Source: an optimization exercise on an open RTL-to-GDS flow (aim: small area, a short achievable clock period and few clock cycles per item). Production flows keep margins and buffers that such runs may drop.
The RTL was checked by simulation tests, not by an equivalence proof against the original design.

==> trial 98: inputs <==
==> flow/design.v (excerpt) <==
module first_fit_extent_allocator_core #(
  parameter int MAX_EXTENTS = 64
) (
  input  wire        clk,
  input  wire        rst,
  input  wire        cfg_we,
  input  wire  [7:0] cfg_wdata,
  input  wire        req_valid,
  output wire        req_ready,
  input  wire  [1:0] req_mode,
  input  wire [23:0] req_offset,
  input  wire  [7:0] req_count,
  output wire        rsp_valid,
  input  wire        rsp_ready,
  output logic [3:0] rsp_status,
  output logic [23:0] rsp_result_offset
);
export LEC_CHECK = 0
export CAP_MARGIN = 20
export CORE_MARGIN = 2
export CORE_UTILIZATION = 40
export SLEW_MARGIN = 20
export SYNTH_MEMORY_MAX_BITS = 8192
create_clock -name core_clock -period 11.0 [get_ports {clk}]
run.sh (not shown) runs the stock make flow with config.mk's settings and CLKGATE_MAP_FILE= SYNTH_SCRIPT=/design/flow/synth_recipe.tcl, a recipe that flattens the netlist after the stock synthesis.
==> trial 76: changes against trial 98 <==
--- a/flow/design.v
+++ b/flow/design.v
@@ -32,22 +32,21 @@
   output logic [1:0] cur_mode,
   output logic [23:0] cur_off,
   output logic [7:0] cur_cnt,
   output logic [23:0] nxt_off,    
   output logic [7:0] nxt_cnt,     
-  input  wire        step,        
   output wire        proc,        
   input  wire        done         
 );
   logic        sk_v;
   logic [1:0]  sk_mode;
   logic [23:0] sk_off;
   logic [7:0]  sk_cnt;
   wire         acc  = in_valid & ~sk_v;
   wire         free = ~cur_v | (proc & done);
   assign in_ready = ~sk_v;
-  assign proc     = cur_v & step & (~out_valid | out_ready);
+  assign proc     = cur_v & (~out_valid | out_ready);
   always_ff @(posedge clk) begin
     if (rst) begin
       cur_v     <= 1'b0;
       sk_v      <= 1'b0;
       out_valid <= 1'b0;
@@ -101,12 +100,15 @@
   input  wire         do_wa,      
   input  wire         do_wb,      
   input  wire         do_rema,    
   input  wire         do_remb,    
   input  wire         do_ins,     
+  input  wire         do_wl2,     
   input  wire  [24:0] w_s,
   input  wire  [24:0] w_l,
+  input  wire  [24:0] w_l2,
+  input  wire         q_w2,       
   output logic        a_v,
   output logic        a_gn,       
   output logic [24:0] a_s,
   output logic [24:0] a_l,
   output logic        b_v,
@@ -200,25 +202,28 @@
   generate
     for (i = 0; i < N; i++) begin : g_ent
       wire wr = (do_wa & sa[i]) | (do_wb & sb[i]) | ((i == 0) & do_clr);
       wire sl = ~do_clr & ((do_rema & gea[i]) | (do_remb & c[i]));
       wire sr = (i == 0) ? 1'b0 : (~do_clr & do_ins & c[i-1]);
+      wire w2 = do_wl2 & sa[i];
       wire hd = ~(wr | sl | sr);
+      wire hl = ~(wr | sl | sr | w2);
       wire [24:0] ns = (i == N-1) ? 25'd0 : ts[(i == N-1) ? i : i+1];
       wire [24:0] nl = (i == N-1) ? 25'd0 : tl[(i == N-1) ? i : i+1];
       wire        nv = (i == N-1) ? 1'b0  : tv[(i == N-1) ? i : i+1];
       wire        nq = (i == N-1) ? 1'b0  : qn[(i == N-1) ? i : i+1];
       wire        pq_ = (i == 0) ? 1'b0  : qn[(i == 0) ? i : i-1];
       wire        pc = (i == 0) ? 1'b1  : cn[(i == 0) ? i : i-1];
       wire [24:0] ps = (i == 0) ? 25'd0 : ts[(i == 0) ? i : i-1];
       wire [24:0] pl = (i == 0) ? 25'd0 : tl[(i == 0) ? i : i-1];
       wire        pv = (i == 0) ? 1'b0  : tv[(i == 0) ? i : i-1];
       wire [24:0] ds = ({25{wr}} & w_s) | ({25{sl}} & ns) | ({25{sr}} & ps) | ({25{hd}} & ts[i]);
-      wire [24:0] dl = ({25{wr}} & w_l) | ({25{sl}} & nl) | ({25{sr}} & pl) | ({25{hd}} & tl[i]);
+      wire [24:0] dl = ({25{wr}} & w_l) | ({25{sl}} & nl) | ({25{sr}} & pl) | ({25{hl}} & tl[i]) |
+                       ({25{w2}} & w_l2);
       wire        dv = wr | (sl & nv) | (sr & pv) | (hd & tv[i] & ~do_clr);
       wire        dc = (wr & c_w) | (sl & cn[i+1]) | (sr & pc) | (hd & (cn[i] | do_clr));
-      wire        dq = (wr & q_w) | (sl & nq) | (sr & pq_) | (hd & qn[i] & ~do_clr);
+      wire        dq = (wr & q_w) | (w2 & q_w2) | (sl & nq) | (sr & pq_) | (hl & qn[i] & ~do_clr);
       if (i == 0) begin : g_r
         always_ff @(posedge clk) begin
           if (rst) begin
             tv[i] <= 1'b1;
             cq[i] <= {1'b0, off_n} < 25'd16;
@@ -272,12 +277,10 @@
   logic [7:0]  cnt;
   logic [23:0] off_n;
   logic [7:0]  cnt_n;
   wire         proc;
   wire         done;
-  logic        ph2;
-  logic        s2;      
   ffa_ctrl u_ctrl (
     .clk       (clk),
     .rst       (rst),
     .in_valid  (req_valid),
     .in_ready  (req_ready),
@@ -290,20 +293,17 @@
     .cur_mode  (mode),
     .cur_off   (off),
     .cur_cnt   (cnt),
     .nxt_off   (off_n),
     .nxt_cnt   (cnt_n),
-    .step      (s2),
     .proc      (proc),
     .done      (done)
   );
   logic        a_v, a_gn, b_v, full;
   wire         c_w, q_w;
   logic [24:0] a_s, a_l, b_s, b_l;
-  logic        a_v_c, b_v_c;
-  logic [24:0] a_s_c, a_l_c, b_s_c, b_l_c;
-  wire         wa, wb, rema, remb, ins, clr;
+  wire         wa, wb, rema, remb, ins, clr, wl2;
   wire  [24:0] w_s, w_l;
   logic [3:0]  st;
   logic [23:0] res;
   ffa_datapath #(.N(MAX_EXTENTS)) u_dp (
     .clk     (clk),
@@ -317,19 +317,22 @@
     .do_wa   (proc & wa),
     .do_wb   (proc & wb),
     .do_rema (proc & rema),
     .do_remb (proc & remb),
     .do_ins  (proc & ins),
+    .do_wl2  (proc & wl2),
     .w_s     (w_s),
     .w_l     (w_l),
-    .a_v     (a_v_c),
+    .w_l2    (l_head),
+    .q_w2    (q_head),
+    .a_v     (a_v),
     .a_gn    (a_gn),
-    .a_s     (a_s_c),
-    .a_l     (a_l_c),
-    .b_v     (b_v_c),
-    .b_s     (b_s_c),
-    .b_l     (b_l_c),
+    .a_s     (a_s),
+    .a_l     (a_l),
+    .b_v     (b_v),
+    .b_s     (b_s),
+    .b_l     (b_l),
     .full    (full)
   );
   function automatic logic cout26(input logic [25:0] x, input logic [25:0] y);
     logic [31:0] g0, p0;
     logic [15:0] g1, p1;
@@ -401,11 +404,11 @@
     c = {(x[23:0] & y[23:0]) | (x[23:0] & z[23:0]) | (y[23:0] & z[23:0]), 1'b0};
     add3 = add25(s, c, ci);
   endfunction
   wire [24:0] off25 = {1'b0, off};
   wire [24:0] cnt25 = {17'd0, cnt};
-  wire [24:0] e     = off25 + cnt25;
+  logic [24:0] e;    
   wire        a_top = a_v & ~b_v;               
   wire        a_big = |a_l[24:8];
   wire        a_gt  = a_big | (a_l[7:0] > cnt);    
   wire        a_lt  = ~a_big & (a_l[7:0] < cnt);
   wire        a_at  = a_s == off25;
@@ -422,21 +425,22 @@
   wire        mF = (mode == MODE_FREE) & ~z;
   wire        mR = (mode == MODE_RESERVE) & ~z;
   wire        a_ok   = a_v & ~a_s[24];
   wire        f_go   = ~hdr_lt & ~trail & ~lead;
   wire        f_ins  = f_go & ~mn & ~mp & ~full;
-  wire        r_at   = ~ph2 & a_v & a_at;
-  wire        r_in   = ~ph2 & a_v & ~a_at;
+  wire        r_at   = a_v & a_at;
+  wire        r_in   = a_v & ~a_at;
   wire        r_split = r_in & pe_gt & ~full;
-  wire        rh     = ph2 | (r_in & ~pe_lt & ~pe_gt);
+  wire        rh     = r_in & ~pe_lt & ~pe_gt;
   assign clr  = mC;
   assign wa   = (mA & a_ok & a_gt) | (mF & f_go & mp) | (mR & ((r_at & a_gt) | rh));
   assign wb   = (mF & f_go & mn & ~mp) | (mF & f_ins) | (mR & r_split);
   assign rema = (mA & a_ok & ~a_gt) | (mR & r_at & ~a_gt & ~a_lt);
   assign remb = mF & f_go & mn & mp;
   assign ins  = (mF & f_ins) | (mR & r_split);
-  assign done = ~(mR & r_split);
+  assign wl2  = mR & r_split;    
+  assign done = 1'b1;
   wire [24:0] s_alloc = add25(a_s, cnt25, 1'b0);
   wire [24:0] s_clr   = {17'd0, hdr};
   wire [24:0] l_sub   = add25(a_l, ~cnt25, 1'b1);
   wire [24:0] l_add   = add25(a_l, cnt25, 1'b0);
   wire [24:0] l_both  = add3(a_l, cnt25, b_l, 1'b0);
@@ -466,14 +470,25 @@
   wire        g_alloc = kk[25] | (a_s > kk[24:0]);    
   wire        g_off   = off > off_n;
   wire        g_e     = e > {1'b0, off_n};
   wire        g_clr   = hdr > off_n;
   assign c_w = (ss_as & a_gn) | (ss_off & g_off) | (ss_e & g_e) | (mA & g_alloc) | (mC & g_clr);
-  assign q_w = (ls_sub & fits(l_sub, cnt_n)) | (ls_tail & fits(l_tail, cnt_n)) |
-               (ls_head & fits(l_head, cnt_n)) | (ls_both & fits(l_both, cnt_n)) |
-               (ls_mn & fits(l_mn, cnt_n)) | (ls_add & fits(l_add, cnt_n)) |
-               (ls_cnt & fits(cnt25, cnt_n)) | (mC & fits(l_clr, cnt_n));
+  wire [8:0]  cc      = {1'b0, cnt} + {1'b0, cnt_n};           
+  wire [8:0]  dn      = {1'b0, cnt_n} - {1'b0, cnt};           
+  wire [25:0] kt      = {1'b0, e} + {18'd0, cnt_n} - 26'd1;     
+  wire [24:0] kb      = {16'd0, dn} - 25'd1;                    
+  wire [24:0] kh      = off25 - {17'd0, cnt_n};                 
+  wire        q_sub   = (|a_l[24:9]) | (a_l[8:0] >= cc);                
+  wire        q_add   = dn[8] | (dn == 9'd0) | (|a_l[24:8]) | (a_l[7:0] >= dn[7:0]);  
+  wire        q_both  = dn[8] | (dn == 9'd0) | sum_gt(a_l, b_l, kb);   
+  wire        q_mn    = dn[8] | (dn == 9'd0) | (|b_l[24:8]) | (b_l[7:0] >= dn[7:0]);  
+  wire        q_cnt   = dn[8] | (dn == 9'd0);                           
+  wire        q_tail  = ~kt[25] & sum_gt(a_s, a_l, kt[24:0]);            
+  wire        q_head  = ~kh[24] & (a_s <= kh);                          
+  wire        q_clr   = fits(l_clr, cnt_n);
+  assign q_w = (ls_sub & q_sub) | (ls_tail & q_tail) | (ls_head & q_head) | (ls_both & q_both) |
+               (ls_mn & q_mn) | (ls_add & q_add) | (ls_cnt & q_cnt) | (mC & q_clr);
   always_comb begin
     st  = ST_OK;
     res = '0;
     if (mA) begin
       if (!a_v) st = ST_NOFIT;
@@ -482,40 +497,24 @@
     end else if (mF) begin
       if (hdr_lt) st = ST_HEADER;
       else if (trail) st = ST_TRAIL;
       else if (lead) st = ST_LEAD;
       else if (!mn && !mp && full) st = ST_FULL;
-    end else if (mR && !ph2) begin
+    end else if (mR) begin
       if (!a_v) st = ST_BEFORE;
       else if (a_at) begin
         if (a_lt) st = ST_UNAVAIL;
       end else if (pe_lt) st = ST_UNAVAIL;
       else if (pe_gt && full) st = ST_FULL;
     end
   end
-  always_ff @(posedge clk) begin
-    if (cur_v & ~s2) begin
-      a_v <= a_v_c;
-      a_s <= a_s_c;
-      a_l <= a_l_c;
-      b_v <= b_v_c;
-      b_s <= b_s_c;
-      b_l <= b_l_c;
-    end
-  end
-  always_ff @(posedge clk) begin
-    if (rst) s2 <= 1'b0;
-    else if (cur_v & ~s2) s2 <= 1'b1;
-    else if (proc & done) s2 <= 1'b0;
-  end
+  always_ff @(posedge clk) e <= {1'b0, off_n} + {17'd0, cnt_n};
   always_ff @(posedge clk) begin
     if (rst) begin
       hdr <= HDR_RESET;
-      ph2 <= 1'b0;
     end else begin
       if (cfg_we) hdr <= cfg_wdata;
-      if (proc) ph2 <= ~done;
     end
   end
   always_ff @(posedge clk) begin
     if (proc & done) begin
       rsp_status        <= st;
--- a/flow/config.mk
+++ b/flow/config.mk
@@ -5,8 +5,9 @@
 export SDC_FILE = /design/flow/constraint.sdc
 export NUM_CORES = 4
 export LEC_CHECK = 0
 export CAP_MARGIN = 20
 export CORE_MARGIN = 2
-export CORE_UTILIZATION = 40
+export CORE_UTILIZATION = 30
+export PLACE_DENSITY = 0.45
 export SLEW_MARGIN = 20
 export SYNTH_MEMORY_MAX_BITS = 8192
==> results.txt <==
item                                                                             trial 76                  trial 98
Result of the run                                                          did not finish            did not finish
Stage where the flow stopped                                     global routing (5_1_grt)  global routing (5_1_grt)
Post-Syn Nets                                                                      34.04k                    32.24k
TritonCTS Sinks                                                                      3524                      3603
Pre-CTS worst setup slack                                                       -1.436 ns                 -2.489 ns
Initial Util                                                                       0.3008                    0.4007
Post-detailed-placement cell area                                            0.3306 sq mm              0.2841 sq mm
Post-Place Cells                                                                   47.04k                    39.49k
Half-perimeter wire length after detailed placement                       2816000 microns           2178000 microns
Compound-cell area share of the yosys netlist                                      0.4304                    0.4320
Post-CTS resize count                                                                  46                       246
Post-synthesis adder-cell area fraction                                           0.06668                   0.06210
Number of enable-type register cells in the synthesized netlist                        64                       166
Share of synthesized area occupied by flip-flops and latches                       0.2684                    0.2939
Placer Congestion                                                                   1.415                     1.447
Cell count after synthesis                                                         32.92k                    31.24k
Proportion of netlist area held by the largest area contributor                    0.2611                    0.2740
Testbench counts of trial 98, summed over its fixed seeds: cycles 19,779, items 9,600.
Testbench counts of trial 76, summed over its fixed seeds: cycles 9,616, items 9,600.
